This is an optimization exercise on Yosys and OpenROAD, whose aim is small area, not a production implementation.
In this exercise RTL edits were held to simulation tests only and were not proved equivalent to the original.

## config.mk

```make
export PLATFORM = sky130hd
export DESIGN_NAME = layer_top
export DESIGN_NICKNAME = layer_top
export VERILOG_FILES = /design/flow/design.v
export SDC_FILE = /design/flow/constraint.sdc
export NUM_CORES = 4
export LEC_CHECK = 0
export CAP_MARGIN = 20
export CORE_MARGIN = 2
export CORE_UTILIZATION = 40
export SLEW_MARGIN = 20
```

## flow/abc_resyn.script

```
strash
dch -f
amap
topo
stime -c
```

## design.v

```verilog
package layer_pkg;
   typedef logic signed [16-1:0] data_t;
   typedef logic [$clog2(8)-1:0] vec_addr_t;
   typedef logic [$clog2(16)-1:0] out_idx_t;
endpackage
package layer_coef_pkg;
   localparam int WEIGHT_ENTRIES = 4 * 8 * (16 / 4);
   localparam int BIAS_ENTRIES   = 4 * (16 / 4);
   localparam logic [WEIGHT_ENTRIES*16-1:0] weight_table = {
      {
         -16'sd38,  16'sd33,  16'sd109, 16'sd24,  -16'sd3,   -16'sd45,  -16'sd19,  16'sd48,
         16'sd103,  16'sd18,  16'sd82,  -16'sd28, 16'sd101,  -16'sd64,  -16'sd108, 16'sd3,
         -16'sd18,  16'sd107, 16'sd2,   -16'sd45, -16'sd85,  16'sd22,   16'sd86,   16'sd32,
         -16'sd1,   -16'sd105, 16'sd81, 16'sd42,  16'sd45,   16'sd39,   -16'sd54,  16'sd63
      },
      {
         16'sd29,   -16'sd75, -16'sd24, 16'sd89,  -16'sd12,  -16'sd72,  16'sd114,  -16'sd15,
         -16'sd11,  -16'sd4,  -16'sd36, 16'sd105, 16'sd53,   -16'sd50,  -16'sd37,  16'sd72,
         -16'sd110, -16'sd77, 16'sd9,   16'sd71,  16'sd1,    16'sd100,  16'sd15,   -16'sd72,
         16'sd90,   16'sd84,  16'sd7,   -16'sd36, 16'sd56,   -16'sd106, 16'sd20,   16'sd22
      },
      {
         -16'sd109, -16'sd24, 16'sd30,  16'sd68,  -16'sd123, -16'sd41,  16'sd119,  16'sd31,
         16'sd54,   16'sd121, 16'sd12,  16'sd60,  -16'sd48,  16'sd3,    -16'sd37,  16'sd78,
         16'sd93,   -16'sd101, 16'sd116, -16'sd83, 16'sd31,  -16'sd49,  16'sd124,  16'sd29,
         -16'sd78,  16'sd8,   16'sd67,  16'sd81,  16'sd87,   16'sd63,   -16'sd18,  -16'sd105
      },
      {
         -16'sd2,   -16'sd5,  16'sd22,  -16'sd23, 16'sd96,   -16'sd58,  16'sd36,   -16'sd70,
         16'sd126,  16'sd113, -16'sd73, 16'sd94,  -16'sd73,  16'sd92,   -16'sd104, -16'sd98,
         -16'sd64,  -16'sd77, -16'sd4,  -16'sd9,  -16'sd113, 16'sd20,   16'sd21,   -16'sd3,
         16'sd115,  16'sd106, 16'sd14,  -16'sd126, -16'sd1,  -16'sd93,  16'sd0,    16'sd126
      }
   };
   localparam logic [BIAS_ENTRIES*16-1:0] bias_table = {
      {-16'sd70, 16'sd120, 16'sd71,  -16'sd60},
      {-16'sd47, 16'sd115, -16'sd83, 16'sd67},
      {16'sd41,  16'sd38,  -16'sd81, -16'sd106},
      {16'sd103, 16'sd83,  16'sd0,   -16'sd10}
   };
endpackage
module layer_sequencer (
   input  logic                 clk,
   input  logic                 reset,
   input  logic                 s_valid,
   input  logic                 m_ready,
   output logic                 s_ready,
   output logic                 m_valid,
   output logic                 vec_wr_en,    
   output layer_pkg::vec_addr_t pos,          
   output logic                 run,          
   output logic                 en,           
   output layer_pkg::out_idx_t  out_idx,      
   output logic [5:0]           entry_next,   
   output logic                 x_bypass      
);
   layer_pkg::vec_addr_t load_cnt;    
   logic vec_pending;    
   logic done;           
   logic fire;
   logic can_start;
   logic start;
   logic last_start;     
   logic gap;            
   assign m_valid = done;
   assign fire    = done & m_ready;
   assign can_start  = (pos[1:0] == 2'd0) && (pos[2] != out_idx[0]) && !run && (!done || fire);
   assign start      = can_start && (out_idx != '0 || vec_pending || vec_wr_en);
   assign last_start = can_start && out_idx == 4'd15;
   assign en         = start | run;
   assign s_ready   = (pos == load_cnt) && (load_cnt != '0 || !vec_pending || last_start);
   assign vec_wr_en = s_ready & s_valid;
   assign gap       = (pos == load_cnt) && (load_cnt != '0) && !s_valid;
   assign x_bypass  = (pos == load_cnt) && out_idx == '0;
   layer_pkg::vec_addr_t pos_d;
   layer_pkg::out_idx_t  out_idx_d;
   logic                 finish;         
   assign finish     = run && pos[1:0] == 2'd3 && !(gap && out_idx == '0);
   assign pos_d      = reset ? '0 : pos + 1'b1;
   assign out_idx_d  = reset ? '0 : out_idx + finish;
   assign entry_next = {out_idx_d, pos_d[1:0]};
   always_ff @(posedge clk) begin
      pos     <= pos_d;
      out_idx <= out_idx_d;
   end
   always_ff @(posedge clk) begin
      if (reset) begin
         load_cnt    <= '0;
         vec_pending <= 1'b0;
         run         <= 1'b0;
         done        <= 1'b0;
      end else begin
         if (vec_wr_en)
            load_cnt <= load_cnt + 1'b1;
         if (vec_wr_en && load_cnt == 3'd7)
            vec_pending <= 1'b1;
         else if (start && out_idx == 4'd15)
            vec_pending <= 1'b0;
         if (start)
            run <= 1'b1;
         else if (run && (pos[1:0] == 2'd3 || (gap && out_idx == '0)))
            run <= 1'b0;
         if (finish)
            done <= 1'b1;
         else if (fire)
            done <= 1'b0;
      end
   end
endmodule
module mac_lane (
   input  logic                 clk,
   input  logic                 run,        
   input  logic                 en,         
   input  layer_pkg::out_idx_t  out_idx,
   input  layer_pkg::vec_addr_t pos,
   input  logic [5:0]           entry_next,    
   input  layer_pkg::data_t     x_a,
   input  layer_pkg::data_t     x_b,
   output layer_pkg::data_t     acc,
   output logic [16-1:0] acc_cy    
);
   localparam int ENTRIES = 16 * 4;
   logic [4*ENTRIES-1:0] a_one, a_two, a_neg, b_one, b_two, b_neg;
   logic [16*8-1:0] b_rom;
   logic [ENTRIES*8-1:0]        wa_rom, wb_rom;
   genvar i;
   generate
      for (i = 0; i < ENTRIES; i++) begin : g_w
         localparam int J  = i / 4;
         localparam int CA = (1 - J % 2) * 4 + i % 4;
         localparam int CB = (J % 2) * 4 + i % 4;
         localparam int EA = (J % 4) * 8 * (16 / 4)
                             + (J / 4) * 8 + CA;
         localparam int EB = (J % 4) * 8 * (16 / 4)
                             + (J / 4) * 8 + CB;
         localparam logic [8:0] WA = {layer_coef_pkg::weight_table[(layer_coef_pkg::WEIGHT_ENTRIES - 1 - EA) * 16 +: 8], 1'b0};
         localparam logic [8:0] WB = {layer_coef_pkg::weight_table[(layer_coef_pkg::WEIGHT_ENTRIES - 1 - EB) * 16 +: 8], 1'b0};
         assign wa_rom[i*8 +: 8] = WA[8:1];
         assign wb_rom[i*8 +: 8] = WB[8:1];
         for (genvar k = 0; k < 4; k++) begin : g_k
            assign a_one[k*ENTRIES + i] = WA[2*k+1] ^ WA[2*k];
            assign a_two[k*ENTRIES + i] = (WA[2*k+2] & ~WA[2*k+1] & ~WA[2*k]) | (~WA[2*k+2] & WA[2*k+1] & WA[2*k]);
            assign a_neg[k*ENTRIES + i] = WA[2*k+2] & ~(WA[2*k+1] & WA[2*k]);
            assign b_one[k*ENTRIES + i] = WB[2*k+1] ^ WB[2*k];
            assign b_two[k*ENTRIES + i] = (WB[2*k+2] & ~WB[2*k+1] & ~WB[2*k]) | (~WB[2*k+2] & WB[2*k+1] & WB[2*k]);
            assign b_neg[k*ENTRIES + i] = WB[2*k+2] & ~(WB[2*k+1] & WB[2*k]);
         end
      end
      for (i = 0; i < 16; i++) begin : g_b
         localparam int E = (i % 4) * (16 / 4) + i / 4;
         assign b_rom[i*8 +: 8] =
            layer_coef_pkg::bias_table[(layer_coef_pkg::BIAS_ENTRIES - 1 - E) * 16 +: 8];
      end
   endgenerate
   logic [5:0]  entry;
   logic [7:0]  bias;
   logic [15:0] addend;
   logic [3:0]  neg_a, one_a, two_a, neg_b, one_b, two_b;
   assign entry  = {out_idx, pos[1:0]};
   assign bias   = b_rom[out_idx*8 +: 8];
   assign addend = run ? acc : {{8{bias[7]}}, bias};
   logic [7:0] wa_q, wb_q;
   always_ff @(posedge clk) begin
      wa_q <= wa_rom[entry_next*8 +: 8];
      wb_q <= wb_rom[entry_next*8 +: 8];
   end
   logic [8:0] wxa, wxb;
   assign wxa = {wa_q, 1'b0};
   assign wxb = {wb_q, 1'b0};
   generate
      for (i = 0; i < 4; i++) begin : g_digit
         assign one_a[i] = wxa[2*i+1] ^ wxa[2*i];
         assign two_a[i] = (wxa[2*i+2] & ~wxa[2*i+1] & ~wxa[2*i]) | (~wxa[2*i+2] & wxa[2*i+1] & wxa[2*i]);
         assign neg_a[i] = wxa[2*i+2] & ~(wxa[2*i+1] & wxa[2*i]);
         assign one_b[i] = wxb[2*i+1] ^ wxb[2*i];
         assign two_b[i] = (wxb[2*i+2] & ~wxb[2*i+1] & ~wxb[2*i]) | (~wxb[2*i+2] & wxb[2*i+1] & wxb[2*i]);
         assign neg_b[i] = wxb[2*i+2] & ~(wxb[2*i+1] & wxb[2*i]);
      end
   endgenerate
   logic [15:0] pp_a0;
   assign pp_a0[0] = ((one_a[0] & x_a[0])) ^ neg_a[0];
   assign pp_a0[1] = ((one_a[0] & x_a[1]) | (two_a[0] & x_a[0])) ^ neg_a[0];
   assign pp_a0[2] = ((one_a[0] & x_a[2]) | (two_a[0] & x_a[1])) ^ neg_a[0];
   assign pp_a0[3] = ((one_a[0] & x_a[3]) | (two_a[0] & x_a[2])) ^ neg_a[0];
   assign pp_a0[4] = ((one_a[0] & x_a[4]) | (two_a[0] & x_a[3])) ^ neg_a[0];
   assign pp_a0[5] = ((one_a[0] & x_a[5]) | (two_a[0] & x_a[4])) ^ neg_a[0];
   assign pp_a0[6] = ((one_a[0] & x_a[6]) | (two_a[0] & x_a[5])) ^ neg_a[0];
   assign pp_a0[7] = ((one_a[0] & x_a[7]) | (two_a[0] & x_a[6])) ^ neg_a[0];
   assign pp_a0[8] = ((one_a[0] & x_a[8]) | (two_a[0] & x_a[7])) ^ neg_a[0];
   assign pp_a0[9] = ((one_a[0] & x_a[9]) | (two_a[0] & x_a[8])) ^ neg_a[0];
   assign pp_a0[10] = ((one_a[0] & x_a[10]) | (two_a[0] & x_a[9])) ^ neg_a[0];
   assign pp_a0[11] = ((one_a[0] & x_a[11]) | (two_a[0] & x_a[10])) ^ neg_a[0];
   assign pp_a0[12] = ((one_a[0] & x_a[12]) | (two_a[0] & x_a[11])) ^ neg_a[0];
   assign pp_a0[13] = ((one_a[0] & x_a[13]) | (two_a[0] & x_a[12])) ^ neg_a[0];
   assign pp_a0[14] = ((one_a[0] & x_a[14]) | (two_a[0] & x_a[13])) ^ neg_a[0];
   assign pp_a0[15] = ((one_a[0] & x_a[15]) | (two_a[0] & x_a[14])) ^ neg_a[0];
   logic [15:2] pp_a1;
   assign pp_a1[2] = ((one_a[1] & x_a[0])) ^ neg_a[1];
   assign pp_a1[3] = ((one_a[1] & x_a[1]) | (two_a[1] & x_a[0])) ^ neg_a[1];
   assign pp_a1[4] = ((one_a[1] & x_a[2]) | (two_a[1] & x_a[1])) ^ neg_a[1];
   assign pp_a1[5] = ((one_a[1] & x_a[3]) | (two_a[1] & x_a[2])) ^ neg_a[1];
   assign pp_a1[6] = ((one_a[1] & x_a[4]) | (two_a[1] & x_a[3])) ^ neg_a[1];
   assign pp_a1[7] = ((one_a[1] & x_a[5]) | (two_a[1] & x_a[4])) ^ neg_a[1];
   assign pp_a1[8] = ((one_a[1] & x_a[6]) | (two_a[1] & x_a[5])) ^ neg_a[1];
   assign pp_a1[9] = ((one_a[1] & x_a[7]) | (two_a[1] & x_a[6])) ^ neg_a[1];
   assign pp_a1[10] = ((one_a[1] & x_a[8]) | (two_a[1] & x_a[7])) ^ neg_a[1];
   assign pp_a1[11] = ((one_a[1] & x_a[9]) | (two_a[1] & x_a[8])) ^ neg_a[1];
   assign pp_a1[12] = ((one_a[1] & x_a[10]) | (two_a[1] & x_a[9])) ^ neg_a[1];
   assign pp_a1[13] = ((one_a[1] & x_a[11]) | (two_a[1] & x_a[10])) ^ neg_a[1];
   assign pp_a1[14] = ((one_a[1] & x_a[12]) | (two_a[1] & x_a[11])) ^ neg_a[1];
   assign pp_a1[15] = ((one_a[1] & x_a[13]) | (two_a[1] & x_a[12])) ^ neg_a[1];
   logic [15:4] pp_a2;
   assign pp_a2[4] = ((one_a[2] & x_a[0])) ^ neg_a[2];
   assign pp_a2[5] = ((one_a[2] & x_a[1]) | (two_a[2] & x_a[0])) ^ neg_a[2];
   assign pp_a2[6] = ((one_a[2] & x_a[2]) | (two_a[2] & x_a[1])) ^ neg_a[2];
   assign pp_a2[7] = ((one_a[2] & x_a[3]) | (two_a[2] & x_a[2])) ^ neg_a[2];
   assign pp_a2[8] = ((one_a[2] & x_a[4]) | (two_a[2] & x_a[3])) ^ neg_a[2];
   assign pp_a2[9] = ((one_a[2] & x_a[5]) | (two_a[2] & x_a[4])) ^ neg_a[2];
   assign pp_a2[10] = ((one_a[2] & x_a[6]) | (two_a[2] & x_a[5])) ^ neg_a[2];
   assign pp_a2[11] = ((one_a[2] & x_a[7]) | (two_a[2] & x_a[6])) ^ neg_a[2];
   assign pp_a2[12] = ((one_a[2] & x_a[8]) | (two_a[2] & x_a[7])) ^ neg_a[2];
   assign pp_a2[13] = ((one_a[2] & x_a[9]) | (two_a[2] & x_a[8])) ^ neg_a[2];
   assign pp_a2[14] = ((one_a[2] & x_a[10]) | (two_a[2] & x_a[9])) ^ neg_a[2];
   assign pp_a2[15] = ((one_a[2] & x_a[11]) | (two_a[2] & x_a[10])) ^ neg_a[2];
   logic [15:6] pp_a3;
   assign pp_a3[6] = ((one_a[3] & x_a[0])) ^ neg_a[3];
   assign pp_a3[7] = ((one_a[3] & x_a[1]) | (two_a[3] & x_a[0])) ^ neg_a[3];
   assign pp_a3[8] = ((one_a[3] & x_a[2]) | (two_a[3] & x_a[1])) ^ neg_a[3];
   assign pp_a3[9] = ((one_a[3] & x_a[3]) | (two_a[3] & x_a[2])) ^ neg_a[3];
   assign pp_a3[10] = ((one_a[3] & x_a[4]) | (two_a[3] & x_a[3])) ^ neg_a[3];
   assign pp_a3[11] = ((one_a[3] & x_a[5]) | (two_a[3] & x_a[4])) ^ neg_a[3];
   assign pp_a3[12] = ((one_a[3] & x_a[6]) | (two_a[3] & x_a[5])) ^ neg_a[3];
   assign pp_a3[13] = ((one_a[3] & x_a[7]) | (two_a[3] & x_a[6])) ^ neg_a[3];
   assign pp_a3[14] = ((one_a[3] & x_a[8]) | (two_a[3] & x_a[7])) ^ neg_a[3];
   assign pp_a3[15] = ((one_a[3] & x_a[9]) | (two_a[3] & x_a[8])) ^ neg_a[3];
   logic [15:0] pp_b0;
   assign pp_b0[0] = ((one_b[0] & x_b[0])) ^ neg_b[0];
   assign pp_b0[1] = ((one_b[0] & x_b[1]) | (two_b[0] & x_b[0])) ^ neg_b[0];
   assign pp_b0[2] = ((one_b[0] & x_b[2]) | (two_b[0] & x_b[1])) ^ neg_b[0];
   assign pp_b0[3] = ((one_b[0] & x_b[3]) | (two_b[0] & x_b[2])) ^ neg_b[0];
   assign pp_b0[4] = ((one_b[0] & x_b[4]) | (two_b[0] & x_b[3])) ^ neg_b[0];
   assign pp_b0[5] = ((one_b[0] & x_b[5]) | (two_b[0] & x_b[4])) ^ neg_b[0];
   assign pp_b0[6] = ((one_b[0] & x_b[6]) | (two_b[0] & x_b[5])) ^ neg_b[0];
   assign pp_b0[7] = ((one_b[0] & x_b[7]) | (two_b[0] & x_b[6])) ^ neg_b[0];
   assign pp_b0[8] = ((one_b[0] & x_b[8]) | (two_b[0] & x_b[7])) ^ neg_b[0];
   assign pp_b0[9] = ((one_b[0] & x_b[9]) | (two_b[0] & x_b[8])) ^ neg_b[0];
   assign pp_b0[10] = ((one_b[0] & x_b[10]) | (two_b[0] & x_b[9])) ^ neg_b[0];
   assign pp_b0[11] = ((one_b[0] & x_b[11]) | (two_b[0] & x_b[10])) ^ neg_b[0];
   assign pp_b0[12] = ((one_b[0] & x_b[12]) | (two_b[0] & x_b[11])) ^ neg_b[0];
   assign pp_b0[13] = ((one_b[0] & x_b[13]) | (two_b[0] & x_b[12])) ^ neg_b[0];
   assign pp_b0[14] = ((one_b[0] & x_b[14]) | (two_b[0] & x_b[13])) ^ neg_b[0];
   assign pp_b0[15] = ((one_b[0] & x_b[15]) | (two_b[0] & x_b[14])) ^ neg_b[0];
   logic [15:2] pp_b1;
   assign pp_b1[2] = ((one_b[1] & x_b[0])) ^ neg_b[1];
   assign pp_b1[3] = ((one_b[1] & x_b[1]) | (two_b[1] & x_b[0])) ^ neg_b[1];
   assign pp_b1[4] = ((one_b[1] & x_b[2]) | (two_b[1] & x_b[1])) ^ neg_b[1];
   assign pp_b1[5] = ((one_b[1] & x_b[3]) | (two_b[1] & x_b[2])) ^ neg_b[1];
   assign pp_b1[6] = ((one_b[1] & x_b[4]) | (two_b[1] & x_b[3])) ^ neg_b[1];
   assign pp_b1[7] = ((one_b[1] & x_b[5]) | (two_b[1] & x_b[4])) ^ neg_b[1];
   assign pp_b1[8] = ((one_b[1] & x_b[6]) | (two_b[1] & x_b[5])) ^ neg_b[1];
   assign pp_b1[9] = ((one_b[1] & x_b[7]) | (two_b[1] & x_b[6])) ^ neg_b[1];
   assign pp_b1[10] = ((one_b[1] & x_b[8]) | (two_b[1] & x_b[7])) ^ neg_b[1];
   assign pp_b1[11] = ((one_b[1] & x_b[9]) | (two_b[1] & x_b[8])) ^ neg_b[1];
   assign pp_b1[12] = ((one_b[1] & x_b[10]) | (two_b[1] & x_b[9])) ^ neg_b[1];
   assign pp_b1[13] = ((one_b[1] & x_b[11]) | (two_b[1] & x_b[10])) ^ neg_b[1];
   assign pp_b1[14] = ((one_b[1] & x_b[12]) | (two_b[1] & x_b[11])) ^ neg_b[1];
   assign pp_b1[15] = ((one_b[1] & x_b[13]) | (two_b[1] & x_b[12])) ^ neg_b[1];
   logic [15:4] pp_b2;
   assign pp_b2[4] = ((one_b[2] & x_b[0])) ^ neg_b[2];
   assign pp_b2[5] = ((one_b[2] & x_b[1]) | (two_b[2] & x_b[0])) ^ neg_b[2];
   assign pp_b2[6] = ((one_b[2] & x_b[2]) | (two_b[2] & x_b[1])) ^ neg_b[2];
   assign pp_b2[7] = ((one_b[2] & x_b[3]) | (two_b[2] & x_b[2])) ^ neg_b[2];
   assign pp_b2[8] = ((one_b[2] & x_b[4]) | (two_b[2] & x_b[3])) ^ neg_b[2];
   assign pp_b2[9] = ((one_b[2] & x_b[5]) | (two_b[2] & x_b[4])) ^ neg_b[2];
   assign pp_b2[10] = ((one_b[2] & x_b[6]) | (two_b[2] & x_b[5])) ^ neg_b[2];
   assign pp_b2[11] = ((one_b[2] & x_b[7]) | (two_b[2] & x_b[6])) ^ neg_b[2];
   assign pp_b2[12] = ((one_b[2] & x_b[8]) | (two_b[2] & x_b[7])) ^ neg_b[2];
   assign pp_b2[13] = ((one_b[2] & x_b[9]) | (two_b[2] & x_b[8])) ^ neg_b[2];
   assign pp_b2[14] = ((one_b[2] & x_b[10]) | (two_b[2] & x_b[9])) ^ neg_b[2];
   assign pp_b2[15] = ((one_b[2] & x_b[11]) | (two_b[2] & x_b[10])) ^ neg_b[2];
   logic [15:6] pp_b3;
   assign pp_b3[6] = ((one_b[3] & x_b[0])) ^ neg_b[3];
   assign pp_b3[7] = ((one_b[3] & x_b[1]) | (two_b[3] & x_b[0])) ^ neg_b[3];
   assign pp_b3[8] = ((one_b[3] & x_b[2]) | (two_b[3] & x_b[1])) ^ neg_b[3];
   assign pp_b3[9] = ((one_b[3] & x_b[3]) | (two_b[3] & x_b[2])) ^ neg_b[3];
   assign pp_b3[10] = ((one_b[3] & x_b[4]) | (two_b[3] & x_b[3])) ^ neg_b[3];
   assign pp_b3[11] = ((one_b[3] & x_b[5]) | (two_b[3] & x_b[4])) ^ neg_b[3];
   assign pp_b3[12] = ((one_b[3] & x_b[6]) | (two_b[3] & x_b[5])) ^ neg_b[3];
   assign pp_b3[13] = ((one_b[3] & x_b[7]) | (two_b[3] & x_b[6])) ^ neg_b[3];
   assign pp_b3[14] = ((one_b[3] & x_b[8]) | (two_b[3] & x_b[7])) ^ neg_b[3];
   assign pp_b3[15] = ((one_b[3] & x_b[9]) | (two_b[3] & x_b[8])) ^ neg_b[3];
   logic s1, c2, s3, c4, s5, c6, s7, c8, s9, c10, s11, c12, s13, c14, s15, c16;
   logic s17, c18, s19, s20, c21, s22, c23, s24, c25, s26, c27, s28, c29, s30, c31, s32;
   logic c33, s34, c35, s36, c37, s38, c39, s40, c41, s42, c43, s44, c45, s46, c47, s48;
   logic c49, s50, c51, s52, c53, s54, c55, s56, c57, s58, c59, s60, c61, s62, c63, s64;
   logic c65, s66, c67, s68, c69, s70, c71, s72, c73, s74, c75, s76, c77, s78, c79, s80;
   logic c81, s82, c83, s84, s85, s86, s87, c88, s89, c90, s91, c92, s93, c94, s95, c96;
   logic s97, c98, s99, c100, s101, c102, s103, c104, s105, c106, s107, c108, s109, c110, s111, c112;
   logic s113, c114, s115, c116, s117, c118, s119, c120, s121, c122, s123, c124, s125, c126, s127, c128;
   logic s129, c130, s131, c132, s133, c134, s135, c136, s137, c138, s139, s140, s141, c142, s143, c144;
   logic s145, c146, s147, c148, s149, c150, s151, c152, s153, c154, s155, c156, s157, c158, s159, c160;
   logic s161, c162, s163, c164, s165, c166, s167, c168, s169, c170, s171, s172, c173, s174, c175, s176;
   logic c177, s178, c179, s180, c181, s182, c183, s184, c185, s186, c187, s188, c189, s190, c191, s192;
   logic c193, s194, c195, s196, c197, s198, c199, s200, c201, s202;
   assign s1 = neg_a[3] ^ neg_b[3] ^ addend[6];
   assign c2 = (neg_a[3] & neg_b[3]) | (neg_a[3] & addend[6]) | (neg_b[3] & addend[6]);
   assign s3 = addend[7] ^ pp_b0[7];
   assign c4 = addend[7] & pp_b0[7];
   assign s5 = addend[8] ^ pp_b0[8];
   assign c6 = addend[8] & pp_b0[8];
   assign s7 = addend[9] ^ pp_b0[9];
   assign c8 = addend[9] & pp_b0[9];
   assign s9 = addend[10] ^ pp_b0[10];
   assign c10 = addend[10] & pp_b0[10];
   assign s11 = addend[11] ^ pp_b0[11];
   assign c12 = addend[11] & pp_b0[11];
   assign s13 = addend[12] ^ pp_b0[12];
   assign c14 = addend[12] & pp_b0[12];
   assign s15 = addend[13] ^ pp_b0[13];
   assign c16 = addend[13] & pp_b0[13];
   assign s17 = addend[14] ^ pp_b0[14];
   assign c18 = addend[14] & pp_b0[14];
   assign s19 = addend[15] ^ pp_b0[15];
   assign s20 = neg_a[1] ^ neg_b[1];
   assign c21 = neg_a[1] & neg_b[1];
   assign s22 = neg_a[2] ^ neg_b[2] ^ addend[4];
   assign c23 = (neg_a[2] & neg_b[2]) | (neg_a[2] & addend[4]) | (neg_b[2] & addend[4]);
   assign s24 = pp_b0[4] ^ pp_b1[4];
   assign c25 = pp_b0[4] & pp_b1[4];
   assign s26 = addend[5] ^ pp_b0[5] ^ pp_b1[5];
   assign c27 = (addend[5] & pp_b0[5]) | (addend[5] & pp_b1[5]) | (pp_b0[5] & pp_b1[5]);
   assign s28 = pp_b2[5] ^ pp_a0[5];
   assign c29 = pp_b2[5] & pp_a0[5];
   assign s30 = pp_b0[6] ^ pp_b1[6] ^ pp_b2[6];
   assign c31 = (pp_b0[6] & pp_b1[6]) | (pp_b0[6] & pp_b2[6]) | (pp_b1[6] & pp_b2[6]);
   assign s32 = pp_b3[6] ^ s1 ^ pp_a0[6];
   assign c33 = (pp_b3[6] & s1) | (pp_b3[6] & pp_a0[6]) | (s1 & pp_a0[6]);
   assign s34 = pp_a1[6] ^ pp_a2[6];
   assign c35 = pp_a1[6] & pp_a2[6];
   assign s36 = pp_b1[7] ^ pp_b2[7] ^ pp_b3[7];
   assign c37 = (pp_b1[7] & pp_b2[7]) | (pp_b1[7] & pp_b3[7]) | (pp_b2[7] & pp_b3[7]);
   assign s38 = c2 ^ s3 ^ pp_a0[7];
   assign c39 = (c2 & s3) | (c2 & pp_a0[7]) | (s3 & pp_a0[7]);
   assign s40 = pp_a1[7] ^ pp_a2[7] ^ pp_a3[7];
   assign c41 = (pp_a1[7] & pp_a2[7]) | (pp_a1[7] & pp_a3[7]) | (pp_a2[7] & pp_a3[7]);
   assign s42 = pp_b1[8] ^ pp_b2[8] ^ pp_b3[8];
   assign c43 = (pp_b1[8] & pp_b2[8]) | (pp_b1[8] & pp_b3[8]) | (pp_b2[8] & pp_b3[8]);
   assign s44 = c4 ^ s5 ^ pp_a0[8];
   assign c45 = (c4 & s5) | (c4 & pp_a0[8]) | (s5 & pp_a0[8]);
   assign s46 = pp_a1[8] ^ pp_a2[8] ^ pp_a3[8];
   assign c47 = (pp_a1[8] & pp_a2[8]) | (pp_a1[8] & pp_a3[8]) | (pp_a2[8] & pp_a3[8]);
   assign s48 = pp_b1[9] ^ pp_b2[9] ^ pp_b3[9];
   assign c49 = (pp_b1[9] & pp_b2[9]) | (pp_b1[9] & pp_b3[9]) | (pp_b2[9] & pp_b3[9]);
   assign s50 = c6 ^ s7 ^ pp_a0[9];
   assign c51 = (c6 & s7) | (c6 & pp_a0[9]) | (s7 & pp_a0[9]);
   assign s52 = pp_a1[9] ^ pp_a2[9] ^ pp_a3[9];
   assign c53 = (pp_a1[9] & pp_a2[9]) | (pp_a1[9] & pp_a3[9]) | (pp_a2[9] & pp_a3[9]);
   assign s54 = pp_b1[10] ^ pp_b2[10] ^ pp_b3[10];
   assign c55 = (pp_b1[10] & pp_b2[10]) | (pp_b1[10] & pp_b3[10]) | (pp_b2[10] & pp_b3[10]);
   assign s56 = c8 ^ s9 ^ pp_a0[10];
   assign c57 = (c8 & s9) | (c8 & pp_a0[10]) | (s9 & pp_a0[10]);
   assign s58 = pp_a1[10] ^ pp_a2[10] ^ pp_a3[10];
   assign c59 = (pp_a1[10] & pp_a2[10]) | (pp_a1[10] & pp_a3[10]) | (pp_a2[10] & pp_a3[10]);
   assign s60 = pp_b1[11] ^ pp_b2[11] ^ pp_b3[11];
   assign c61 = (pp_b1[11] & pp_b2[11]) | (pp_b1[11] & pp_b3[11]) | (pp_b2[11] & pp_b3[11]);
   assign s62 = c10 ^ s11 ^ pp_a0[11];
   assign c63 = (c10 & s11) | (c10 & pp_a0[11]) | (s11 & pp_a0[11]);
   assign s64 = pp_a1[11] ^ pp_a2[11] ^ pp_a3[11];
   assign c65 = (pp_a1[11] & pp_a2[11]) | (pp_a1[11] & pp_a3[11]) | (pp_a2[11] & pp_a3[11]);
   assign s66 = pp_b1[12] ^ pp_b2[12] ^ pp_b3[12];
   assign c67 = (pp_b1[12] & pp_b2[12]) | (pp_b1[12] & pp_b3[12]) | (pp_b2[12] & pp_b3[12]);
   assign s68 = c12 ^ s13 ^ pp_a0[12];
   assign c69 = (c12 & s13) | (c12 & pp_a0[12]) | (s13 & pp_a0[12]);
   assign s70 = pp_a1[12] ^ pp_a2[12] ^ pp_a3[12];
   assign c71 = (pp_a1[12] & pp_a2[12]) | (pp_a1[12] & pp_a3[12]) | (pp_a2[12] & pp_a3[12]);
   assign s72 = pp_b1[13] ^ pp_b2[13] ^ pp_b3[13];
   assign c73 = (pp_b1[13] & pp_b2[13]) | (pp_b1[13] & pp_b3[13]) | (pp_b2[13] & pp_b3[13]);
   assign s74 = c14 ^ s15 ^ pp_a0[13];
   assign c75 = (c14 & s15) | (c14 & pp_a0[13]) | (s15 & pp_a0[13]);
   assign s76 = pp_a1[13] ^ pp_a2[13] ^ pp_a3[13];
   assign c77 = (pp_a1[13] & pp_a2[13]) | (pp_a1[13] & pp_a3[13]) | (pp_a2[13] & pp_a3[13]);
   assign s78 = pp_b1[14] ^ pp_b2[14] ^ pp_b3[14];
   assign c79 = (pp_b1[14] & pp_b2[14]) | (pp_b1[14] & pp_b3[14]) | (pp_b2[14] & pp_b3[14]);
   assign s80 = c16 ^ s17 ^ pp_a0[14];
   assign c81 = (c16 & s17) | (c16 & pp_a0[14]) | (s17 & pp_a0[14]);
   assign s82 = pp_a1[14] ^ pp_a2[14] ^ pp_a3[14];
   assign c83 = (pp_a1[14] & pp_a2[14]) | (pp_a1[14] & pp_a3[14]) | (pp_a2[14] & pp_a3[14]);
   assign s84 = pp_b1[15] ^ pp_b2[15] ^ pp_b3[15];
   assign s85 = c18 ^ s19 ^ pp_a0[15];
   assign s86 = pp_a1[15] ^ pp_a2[15] ^ pp_a3[15];
   assign s87 = neg_a[0] ^ neg_b[0];
   assign c88 = neg_a[0] & neg_b[0];
   assign s89 = addend[2] ^ s20 ^ pp_b0[2];
   assign c90 = (addend[2] & s20) | (addend[2] & pp_b0[2]) | (s20 & pp_b0[2]);
   assign s91 = addend[3] ^ c21 ^ pp_b0[3];
   assign c92 = (addend[3] & c21) | (addend[3] & pp_b0[3]) | (c21 & pp_b0[3]);
   assign s93 = pp_b1[3] ^ pp_a0[3];
   assign c94 = pp_b1[3] & pp_a0[3];
   assign s95 = pp_b2[4] ^ s22 ^ s24;
   assign c96 = (pp_b2[4] & s22) | (pp_b2[4] & s24) | (s22 & s24);
   assign s97 = pp_a0[4] ^ pp_a1[4] ^ pp_a2[4];
   assign c98 = (pp_a0[4] & pp_a1[4]) | (pp_a0[4] & pp_a2[4]) | (pp_a1[4] & pp_a2[4]);
   assign s99 = c23 ^ c25 ^ s26;
   assign c100 = (c23 & c25) | (c23 & s26) | (c25 & s26);
   assign s101 = pp_a1[5] ^ pp_a2[5] ^ s28;
   assign c102 = (pp_a1[5] & pp_a2[5]) | (pp_a1[5] & s28) | (pp_a2[5] & s28);
   assign s103 = c27 ^ s30 ^ pp_a3[6];
   assign c104 = (c27 & s30) | (c27 & pp_a3[6]) | (s30 & pp_a3[6]);
   assign s105 = c29 ^ s34 ^ s32;
   assign c106 = (c29 & s34) | (c29 & s32) | (s34 & s32);
   assign s107 = c31 ^ s36 ^ c35;
   assign c108 = (c31 & s36) | (c31 & c35) | (s36 & c35);
   assign s109 = c33 ^ s38 ^ s40;
   assign c110 = (c33 & s38) | (c33 & s40) | (s38 & s40);
   assign s111 = c37 ^ s42 ^ c39;
   assign c112 = (c37 & s42) | (c37 & c39) | (s42 & c39);
   assign s113 = c41 ^ s44 ^ s46;
   assign c114 = (c41 & s44) | (c41 & s46) | (s44 & s46);
   assign s115 = c43 ^ s48 ^ c45;
   assign c116 = (c43 & s48) | (c43 & c45) | (s48 & c45);
   assign s117 = c47 ^ s50 ^ s52;
   assign c118 = (c47 & s50) | (c47 & s52) | (s50 & s52);
   assign s119 = c49 ^ s54 ^ c51;
   assign c120 = (c49 & s54) | (c49 & c51) | (s54 & c51);
   assign s121 = c53 ^ s56 ^ s58;
   assign c122 = (c53 & s56) | (c53 & s58) | (s56 & s58);
   assign s123 = c55 ^ s60 ^ c57;
   assign c124 = (c55 & s60) | (c55 & c57) | (s60 & c57);
   assign s125 = c59 ^ s62 ^ s64;
   assign c126 = (c59 & s62) | (c59 & s64) | (s62 & s64);
   assign s127 = c61 ^ s66 ^ c63;
   assign c128 = (c61 & s66) | (c61 & c63) | (s66 & c63);
   assign s129 = c65 ^ s68 ^ s70;
   assign c130 = (c65 & s68) | (c65 & s70) | (s68 & s70);
   assign s131 = c67 ^ s72 ^ c69;
   assign c132 = (c67 & s72) | (c67 & c69) | (s72 & c69);
   assign s133 = c71 ^ s74 ^ s76;
   assign c134 = (c71 & s74) | (c71 & s76) | (s74 & s76);
   assign s135 = c73 ^ s78 ^ c75;
   assign c136 = (c73 & s78) | (c73 & c75) | (s78 & c75);
   assign s137 = c77 ^ s80 ^ s82;
   assign c138 = (c77 & s80) | (c77 & s82) | (s80 & s82);
   assign s139 = c79 ^ s84 ^ c81;
   assign s140 = c83 ^ s85 ^ s86;
   assign s141 = addend[0] ^ s87;
   assign c142 = addend[0] & s87;
   assign s143 = addend[1] ^ c88 ^ pp_b0[1];
   assign c144 = (addend[1] & c88) | (addend[1] & pp_b0[1]) | (c88 & pp_b0[1]);
   assign s145 = pp_b1[2] ^ s89 ^ pp_a0[2];
   assign c146 = (pp_b1[2] & s89) | (pp_b1[2] & pp_a0[2]) | (s89 & pp_a0[2]);
   assign s147 = c90 ^ s91 ^ pp_a1[3];
   assign c148 = (c90 & s91) | (c90 & pp_a1[3]) | (s91 & pp_a1[3]);
   assign s149 = c92 ^ s95 ^ c94;
   assign c150 = (c92 & s95) | (c92 & c94) | (s95 & c94);
   assign s151 = c96 ^ s99 ^ c98;
   assign c152 = (c96 & s99) | (c96 & c98) | (s99 & c98);
   assign s153 = c100 ^ s103 ^ c102;
   assign c154 = (c100 & s103) | (c100 & c102) | (s103 & c102);
   assign s155 = c104 ^ s107 ^ c106;
   assign c156 = (c104 & s107) | (c104 & c106) | (s107 & c106);
   assign s157 = c108 ^ s111 ^ c110;
   assign c158 = (c108 & s111) | (c108 & c110) | (s111 & c110);
   assign s159 = c112 ^ s115 ^ c114;
   assign c160 = (c112 & s115) | (c112 & c114) | (s115 & c114);
   assign s161 = c116 ^ s119 ^ c118;
   assign c162 = (c116 & s119) | (c116 & c118) | (s119 & c118);
   assign s163 = c120 ^ s123 ^ c122;
   assign c164 = (c120 & s123) | (c120 & c122) | (s123 & c122);
   assign s165 = c124 ^ s127 ^ c126;
   assign c166 = (c124 & s127) | (c124 & c126) | (s127 & c126);
   assign s167 = c128 ^ s131 ^ c130;
   assign c168 = (c128 & s131) | (c128 & c130) | (s131 & c130);
   assign s169 = c132 ^ s135 ^ c134;
   assign c170 = (c132 & s135) | (c132 & c134) | (s135 & c134);
   assign s171 = c136 ^ s139 ^ c138;
   assign s172 = pp_b0[0] ^ s141;
   assign c173 = pp_b0[0] & s141;
   assign s174 = c142 ^ s143 ^ pp_a0[1];
   assign c175 = (c142 & s143) | (c142 & pp_a0[1]) | (s143 & pp_a0[1]);
   assign s176 = c144 ^ pp_a1[2] ^ s145;
   assign c177 = (c144 & pp_a1[2]) | (c144 & s145) | (pp_a1[2] & s145);
   assign s178 = s93 ^ c146 ^ s147;
   assign c179 = (s93 & c146) | (s93 & s147) | (c146 & s147);
   assign s180 = c148 ^ s97 ^ s149;
   assign c181 = (c148 & s97) | (c148 & s149) | (s97 & s149);
   assign s182 = c150 ^ s101 ^ s151;
   assign c183 = (c150 & s101) | (c150 & s151) | (s101 & s151);
   assign s184 = c152 ^ s105 ^ s153;
   assign c185 = (c152 & s105) | (c152 & s153) | (s105 & s153);
   assign s186 = s109 ^ c154 ^ s155;
   assign c187 = (s109 & c154) | (s109 & s155) | (c154 & s155);
   assign s188 = s113 ^ c156 ^ s157;
   assign c189 = (s113 & c156) | (s113 & s157) | (c156 & s157);
   assign s190 = s117 ^ c158 ^ s159;
   assign c191 = (s117 & c158) | (s117 & s159) | (c158 & s159);
   assign s192 = s121 ^ c160 ^ s161;
   assign c193 = (s121 & c160) | (s121 & s161) | (c160 & s161);
   assign s194 = s125 ^ c162 ^ s163;
   assign c195 = (s125 & c162) | (s125 & s163) | (c162 & s163);
   assign s196 = s129 ^ c164 ^ s165;
   assign c197 = (s129 & c164) | (s129 & s165) | (c164 & s165);
   assign s198 = s133 ^ c166 ^ s167;
   assign c199 = (s133 & c166) | (s133 & s167) | (c166 & s167);
   assign s200 = s137 ^ c168 ^ s169;
   assign c201 = (s137 & c168) | (s137 & s169) | (c168 & s169);
   assign s202 = s140 ^ c170 ^ s171;
   logic [15:0] op_a, op_b;
   assign op_a = {s202, s200, s198, s196, s194, s192, s190, s188, s186, s184, s182, s180, s178, s176, s174, pp_a0[0]};
   assign op_b = {c201, c199, c197, c195, c193, c191, c189, c187, c185, c183, c181, c179, c177, c175, c173, s172};
   logic [15:0] cy;
   logic [15:0] sum;
   logic [15:0] cy_out;
   assign cy[0] = 1'b0;
   assign sum[0] = op_a[0] ^ op_b[0] ^ cy[0];
   assign cy[1] = (op_a[0] & op_b[0]) | (op_a[0] & cy[0]) | (op_b[0] & cy[0]);
   assign sum[1] = op_a[1] ^ op_b[1] ^ cy[1];
   assign cy[2] = (op_a[1] & op_b[1]) | (op_a[1] & cy[1]) | (op_b[1] & cy[1]);
   assign sum[2] = op_a[2] ^ op_b[2] ^ cy[2];
   assign cy[3] = (op_a[2] & op_b[2]) | (op_a[2] & cy[2]) | (op_b[2] & cy[2]);
   assign sum[3] = op_a[3] ^ op_b[3] ^ cy[3];
   assign cy[4] = (op_a[3] & op_b[3]) | (op_a[3] & cy[3]) | (op_b[3] & cy[3]);
   assign sum[4] = op_a[4] ^ op_b[4] ^ cy[4];
   assign cy_out[5] = (op_a[4] & op_b[4]) | (op_a[4] & cy[4]) | (op_b[4] & cy[4]);
   assign cy[5] = run & acc_cy[5];
   assign sum[5] = op_a[5] ^ op_b[5] ^ cy[5];
   assign cy[6] = (op_a[5] & op_b[5]) | (op_a[5] & cy[5]) | (op_b[5] & cy[5]);
   assign sum[6] = op_a[6] ^ op_b[6] ^ cy[6];
   assign cy[7] = (op_a[6] & op_b[6]) | (op_a[6] & cy[6]) | (op_b[6] & cy[6]);
   assign sum[7] = op_a[7] ^ op_b[7] ^ cy[7];
   assign cy[8] = (op_a[7] & op_b[7]) | (op_a[7] & cy[7]) | (op_b[7] & cy[7]);
   assign sum[8] = op_a[8] ^ op_b[8] ^ cy[8];
   assign cy_out[9] = (op_a[8] & op_b[8]) | (op_a[8] & cy[8]) | (op_b[8] & cy[8]);
   assign cy[9] = run & acc_cy[9];
   assign sum[9] = op_a[9] ^ op_b[9] ^ cy[9];
   assign cy[10] = (op_a[9] & op_b[9]) | (op_a[9] & cy[9]) | (op_b[9] & cy[9]);
   assign sum[10] = op_a[10] ^ op_b[10] ^ cy[10];
   assign cy[11] = (op_a[10] & op_b[10]) | (op_a[10] & cy[10]) | (op_b[10] & cy[10]);
   assign sum[11] = op_a[11] ^ op_b[11] ^ cy[11];
   assign cy[12] = (op_a[11] & op_b[11]) | (op_a[11] & cy[11]) | (op_b[11] & cy[11]);
   assign sum[12] = op_a[12] ^ op_b[12] ^ cy[12];
   assign cy_out[13] = (op_a[12] & op_b[12]) | (op_a[12] & cy[12]) | (op_b[12] & cy[12]);
   assign cy[13] = run & acc_cy[13];
   assign sum[13] = op_a[13] ^ op_b[13] ^ cy[13];
   assign cy[14] = (op_a[13] & op_b[13]) | (op_a[13] & cy[13]) | (op_b[13] & cy[13]);
   assign sum[14] = op_a[14] ^ op_b[14] ^ cy[14];
   assign cy[15] = (op_a[14] & op_b[14]) | (op_a[14] & cy[14]) | (op_b[14] & cy[14]);
   assign sum[15] = op_a[15] ^ op_b[15] ^ cy[15];
   assign cy_out[0] = 1'b0;
   assign cy_out[1] = 1'b0;
   assign cy_out[2] = 1'b0;
   assign cy_out[3] = 1'b0;
   assign cy_out[4] = 1'b0;
   assign cy_out[6] = 1'b0;
   assign cy_out[7] = 1'b0;
   assign cy_out[8] = 1'b0;
   assign cy_out[10] = 1'b0;
   assign cy_out[11] = 1'b0;
   assign cy_out[12] = 1'b0;
   assign cy_out[14] = 1'b0;
   assign cy_out[15] = 1'b0;
   logic [15:0] cy_q;    
   always_ff @(posedge clk)
      if (en) begin
         acc  <= sum;
         cy_q <= cy_out & 16'h2220;
      end
   assign acc_cy = cy_q & 16'h2220;
endmodule
module mac_array (
   input  logic                 clk,
   input  logic                 vec_wr_en,
   input  logic                 x_bypass,
   input  layer_pkg::data_t     data_in,
   input  layer_pkg::vec_addr_t pos,
   input  logic                 run,
   input  logic                 en,
   input  layer_pkg::out_idx_t  out_idx,
   input  logic [5:0]           entry_next,
   output layer_pkg::data_t     acc,
   output logic [16-1:0] acc_cy
);
   layer_pkg::data_t ring [0:8-1];
   always_ff @(posedge clk) begin
      for (int k = 0; k < 8 - 1; k++)
         ring[k] <= ring[k+1];
      ring[8-1] <= vec_wr_en ? data_in : ring[0];
   end
   mac_lane u_lane (
      .clk     (clk),
      .run     (run),
      .en      (en),
      .out_idx (out_idx),
      .pos     (pos),
      .entry_next (entry_next),
      .x_a     (x_bypass ? data_in : ring[0]),    
      .x_b     (ring[8/2]),           
      .acc     (acc),
      .acc_cy  (acc_cy)
   );
endmodule
module result_buffer (
   input  layer_pkg::data_t acc,
   input  logic [16-1:0] acc_cy,
   output layer_pkg::data_t data_out
);
   layer_pkg::data_t result;
   assign result   = acc + acc_cy;
   assign data_out = result[16-1] ? '0 : result;
endmodule
module layer_top (
   input  logic             clk,
   input  logic             reset,
   input  logic             s_valid,
   input  logic             m_ready,
   input  layer_pkg::data_t data_in,
   output logic             s_ready,
   output logic             m_valid,
   output layer_pkg::data_t data_out
);
   logic                 vec_wr_en;
   logic                 x_bypass;
   layer_pkg::vec_addr_t pos;
   logic                 run, en;
   layer_pkg::out_idx_t  out_idx;
   logic [5:0]           entry_next;
   layer_pkg::data_t     acc;
   logic [16-1:0] acc_cy;
   layer_sequencer u_sequencer (
      .clk       (clk),
      .reset     (reset),
      .s_valid   (s_valid),
      .m_ready   (m_ready),
      .s_ready   (s_ready),
      .m_valid   (m_valid),
      .vec_wr_en (vec_wr_en),
      .pos       (pos),
      .run       (run),
      .en        (en),
      .out_idx   (out_idx),
      .entry_next(entry_next),
      .x_bypass  (x_bypass)
   );
   mac_array u_mac_array (
      .clk       (clk),
      .vec_wr_en (vec_wr_en),
      .x_bypass  (x_bypass),
      .data_in   (data_in),
      .pos       (pos),
      .run       (run),
      .en        (en),
      .out_idx   (out_idx),
      .entry_next(entry_next),
      .acc       (acc),
      .acc_cy    (acc_cy)
   );
   result_buffer u_result_buffer (
      .acc      (acc),
      .acc_cy   (acc_cy),
      .data_out (data_out)
   );
endmodule
```

## standard.sh

```bash
#!/bin/bash
# synth_recipe.tcl (not shown) runs the flow's synth.tcl, then flattens the netlist and writes it again
# the make line also repeats each setting of config.mk as NAME=value (left out here)
make -C /OpenROAD-flow-scripts/flow DESIGN_CONFIG=/design/flow/config.mk WORK_HOME=/design/flow/orfs CLKGATE_MAP_FILE= SYNTH_SCRIPT=/design/flow/synth_recipe.tcl "${@:-finish}"
```

## constraint.sdc

```tcl
create_clock -name core_clock -period 7.0 [get_ports {clk}]
set_input_delay 1.4000 -clock core_clock [delete_from_list [all_inputs] [get_ports {clk}]]
set_output_delay 1.4000 -clock core_clock [all_outputs]
set_load 0.01 [all_outputs]
```

## flow/run.sh

```bash
#!/bin/bash
# The standard synthesis, then its combinational logic mapped again by
# ABC with an area-oriented script (flow/abc_resyn.script): the standard
# synthesis's registers and adder cells stay exactly as they are, with their
# names. Then the standard layout of that netlist, with extra ORFS make
# variables from flow/make_vars (one per line).
# Logs: flow_synth.log and flow_make.log (make's output), flow_resyn.log
# (Yosys); each ORFS step also keeps its own log under orfs/logs.
set -euo pipefail
args=()
while IFS= read -r line; do
   [[ -z "$line" || "$line" == \#* ]] && continue
   args+=("$line")
done < flow/make_vars

bash standard.sh "${args[@]}" synth > flow_synth.log 2>&1

RES=orfs/results/$FLOW_PLATFORM/layer_top/base
LIB=$FLOW_HOME/platforms/$FLOW_PLATFORM/lib/sky130_fd_sc_hd__tt_025C_1v80.lib
YOSYS=$FLOW_HOME/../tools/install/yosys/bin/yosys
DONT_USE=$(grep -o 'sky130_fd_sc_hd__[a-z0-9_]*' $FLOW_HOME/platforms/$FLOW_PLATFORM/config.mk | sort -u | sed 's/^/-dont_use /' | tr '\n' ' ')
cp $RES/1_2_yosys.v 1_2_yosys_standard.v
cat > resyn.ys <<EOT
read_liberty -ignore_miss_func $LIB
read_verilog 1_2_yosys_standard.v
hierarchy -top $FLOW_TOP
blackbox sky130_fd_sc_hd__dfxtp_1 sky130_fd_sc_hd__edfxtp_1 sky130_fd_sc_hd__fa_1 sky130_fd_sc_hd__ha_1 sky130_fd_sc_hd__conb_1
tee -o resyn_stat_before.txt stat -liberty $LIB
flatten
opt -purge
abc -script $PWD/flow/abc_resyn.script -liberty $LIB $DONT_USE -constr $PWD/orfs/objects/$FLOW_PLATFORM/layer_top/base/abc.constr
splitnets
opt_clean -purge
hilomap -singleton -hicell sky130_fd_sc_hd__conb_1 HI -locell sky130_fd_sc_hd__conb_1 LO
insbuf -buf sky130_fd_sc_hd__buf_4 A X
tee -o resyn_stat_after.txt stat -liberty $LIB
write_verilog -noattr -nohex -nodec 1_2_yosys_resyn.v
EOT
$YOSYS -s resyn.ys > flow_resyn.log 2>&1
# The new netlist must be fully mapped and hold the same registers
cat > resyn_check.ys <<EOT
read_liberty -lib $LIB
read_verilog 1_2_yosys_resyn.v
hierarchy -check -top $FLOW_TOP
check -assert -mapped
EOT
$YOSYS -s resyn_check.ys > flow_resyn_check.log 2>&1
regs() { grep -oE 'sky130_fd_sc_hd__e?dfxtp_[0-9]+ +\\?[^ ]+' "$1" | sort; }
if ! diff <(regs 1_2_yosys_standard.v) <(regs 1_2_yosys_resyn.v) > flow_resyn_regs.diff; then
   echo "registers differ from the standard synthesis" >&2
   exit 1
fi
cp 1_2_yosys_resyn.v $RES/1_2_yosys.v
rm -f $RES/1_synth.odb
bash standard.sh "${args[@]}" finish > flow_make.log 2>&1
```

## flow/make_vars

```
BUFFER_PORTS_ARGS=-buffer_cell sky130_fd_sc_hd__buf_1
GPL_KEEP_OVERFLOW=0
CTS_ARGS=-sink_clustering_enable -repair_clock_nets -buf_list sky130_fd_sc_hd__clkbuf_8 -dont_use_dummy_load
```

==> flow_summary.json <==
{
  "final_cell_mix": "clkinv_1 (189), dfxtp_1 (149), nor2_1 (138)",
  "fin_crit_sh": 0.9391,
  "syn_area_per_cell_um2": 8.786,
  "core-area_um2": 26880,
  "clock_sinks": 176,
  "rows": 60,
  "synth_warnings": 5,
  "use_met2": 0.3345,
  "relSlewSlack": 0.1716,
  "die-height_um": 169.3,
  "critPathArrivalTime_ns": 6.76,
  "drt_first_pass_iters": 5,
  "r2r_cells": 23,
  "cts_tree": "built",
  "syn_to_final_growth_pct": 10.37,
  "finalSetupTns_ns": 0,
  "worstHoldPathType": "reg -> reg",
  "via_per_inst": 5.833,
  "clk_latency_ns": 0.48,
  "multi_input_area_um2": 6668,
  "start_kind": "flip-flop",
  "gp_congestion": 0.9484,
  "synth_nets": 1409,
  "antenna_cells": 0,
  "fmax_ghz": 0.1521,
  "seq_area_um2": 3726,
  "worst_pin_slew_ns": 1.237,
  "portBuffers": 36,
  "cp-end-kind": "flip-flop",
  "grt.total_usage": 0.2330,
  "grt-ovfl-total": 0,
  "max-cap-violations": 0,
  "grt_pass1_wl_um": 51550,
  "final_nets": 1473,
  "slew_violations": 0,
  "final_cell_area_um2": 12060,
  "cts.root.buffer_cell": "clkbuf_8",
  "top_usage_layer": "met1",
  "antenna_left": 0,
  "htree_levels": 4,
  "wl_per_cell_um": 19.92,
  "syn_inst": 1244,
  "die_w_um": 169.3,
  "syn-cell-area_um2": 10930,
  "numCtsBuffers": 17,
  "clk_pin_slew_ns": 0.12,
  "min_path_cells": 0,
  "fill_cells": 2655,
  "die_area_um2": 28660,
  "dp_hpwl_um": 25330,
  "antenna_found_initial": 0,
  "status": "complete, no violations",
  "drcViolationCount": 0,
  "worstSetupPathType": "reg -> reg",
  "initial_core_util": 0.4067,
  "clock_path_buffers": 2,
  "placed_area_um2": 11550,
  "grt_use_met3": 0.05014,
  "drt-total-wl_um": 32800,
  "final_common_cell": "clkinv_1",
  "grt_start_max_net_pins": 32,
  "skew_ns": 0.05845,
  "setup_violations": 0,
  "period_needed_ns": 6.573,
  "critPathRequiredTime_ns": 7.19,
  "pin_count": 38,
  "finalHoldViolCount": 0,
  "grt_pass1_vias": 8966,
  "drive_gt1_frac": 0.05743,
  "drt_iter0_markers": 1086,
  "grtUsageMet1": 0.3565,
  "vias": 9607,
  "worstPathMaxFanout": 14
}
## worst paths after layout
| check | start | slack (ns) | endpoint |
|---|---|---|---|
| max | u_mac_array.u_lane.wa_q[1]$_DFF_P_ | 0.43 | u_mac_array.u_lane.acc[15]$_DFFE_PP_ |
| min | u_mac_array.ring[6][10]$_DFF_P_ | 0.30 | u_mac_array.ring[5][10]$_DFF_P_ |
| max reg2reg | u_mac_array.u_lane.wa_q[1]$_DFF_P_ | 0.43 | u_mac_array.u_lane.acc[15]$_DFFE_PP_ |
| min reg2reg | u_mac_array.ring[6][10]$_DFF_P_ | 0.30 | u_mac_array.ring[5][10]$_DFF_P_ |
## sequential cells by signal, summed over array words and instances, names as in the netlist
signal                   cells
u_mac_array.ring           128
u_mac_array.u_lane.acc      16
u_mac_array.u_lane.wa_q      8
u_mac_array.u_lane.wb_q      8
u_sequencer.out_idx          4
u_mac_array.u_lane.cy_q      3
u_sequencer.load_cnt         3
u_sequencer.pos              3
u_sequencer.done             1
u_sequencer.run              1
u_sequencer.vec_pending      1
## worst max-delay path, stage by stage (launching register included)
cell and delay, ns:
dfxtp_1 0.76, clkinvlp_4 0.52, nand2_1 0.55, o22ai_1 0.21, fa_1 0.41, fa_1 0.49
clkinv_1 0.08, fa_1 0.51, clkinv_1 0.08, fa_1 0.49, clkinv_1 0.08, fa_1 0.44
fa_1 0.40, a21oi_2 0.15, nor2_1 0.06, a21oi_1 0.16, nor2_1 0.06, a21oi_1 0.17
nor2_1 0.07, a21oi_1 0.16, nor2_1 0.05, a21oi_1 0.15, xor2_1 0.18, o21ai_0 0.09
## layer usage
| metal | wire (um) | vias to the layer above |
|---|---|---|
| met3 | 3050 | 43 |
| li1 | - | 4532 |
| met1 | 15710 | 4548 |
| met2 | 13590 | 484 |
| met4 | 455 | 0 |
| met5 | 0 | - |
## per-stage QoR
stage | cells | hold slack, ns | worst slack [ns] | util
global placement | 1620 | 0.3097 | -1.271 | 0.4273
finish | 1647 | 0.2992 | 0.4266 | 0.4488
global route | 1647 | 0.2890 | -0.002020 | 0.4488
detailed placement | 1624 | 0.3121 | -0.9713 | 0.4297
floorplan | 1244 | 0.3096 | 0.2338 | -
CTS | 1645 | 0.3001 | 0.03052 | 0.4419
## timing repair
action,in CTS,in global routing
endpoints found under the setup margin,22,18
cloned,0,0
resized for setup,13,42
hold buffers,0,0
pin swaps,1,1
setup buffers,4,2
## area by class of cell
cell class              count  share of cell area
inverters                 200             0.06545
multi-input cells         867              0.5527
flip-flops and latches    176              0.3089
well taps                 341             0.03537
repair buffers             46             0.01815
clock buffers              17             0.01940

[port drivers added, routing unchanged]
The flow's constraints put no driver on any port. The routed layout listed below was extracted and timed again, unchanged, in two steps.
Step 1 (the two cells are an assumption about what drives the block):
set clk [get_ports {clk}]
set_driving_cell -lib_cell sky130_fd_sc_hd__clkbuf_16 $clk
set_driving_cell -lib_cell sky130_fd_sc_hd__buf_2 [delete_from_list [all_inputs] $clk]
Step 2 also shifts input and output timing later by t, the mid clock arrival at the registers, as if the neighbouring blocks saw the same clock.
Slacks: ideal ports / drivers / drivers and shift; pairs: ideal ports / drivers.
t, ns: 0.497
setup slack, ns: 0.427 / 0.427 / 0.261
hold WS [ns]: 0.299 / 0.299 / 0.299
latest minus earliest clock arrival (ns): 0.058 / 0.059
worst slew at a driven data input, ns: 0.03
After both steps setup and hold are still met in this run. For this run, drivers alone change the setup slack by 0.000 ns; drivers and shift together by -0.166 ns.
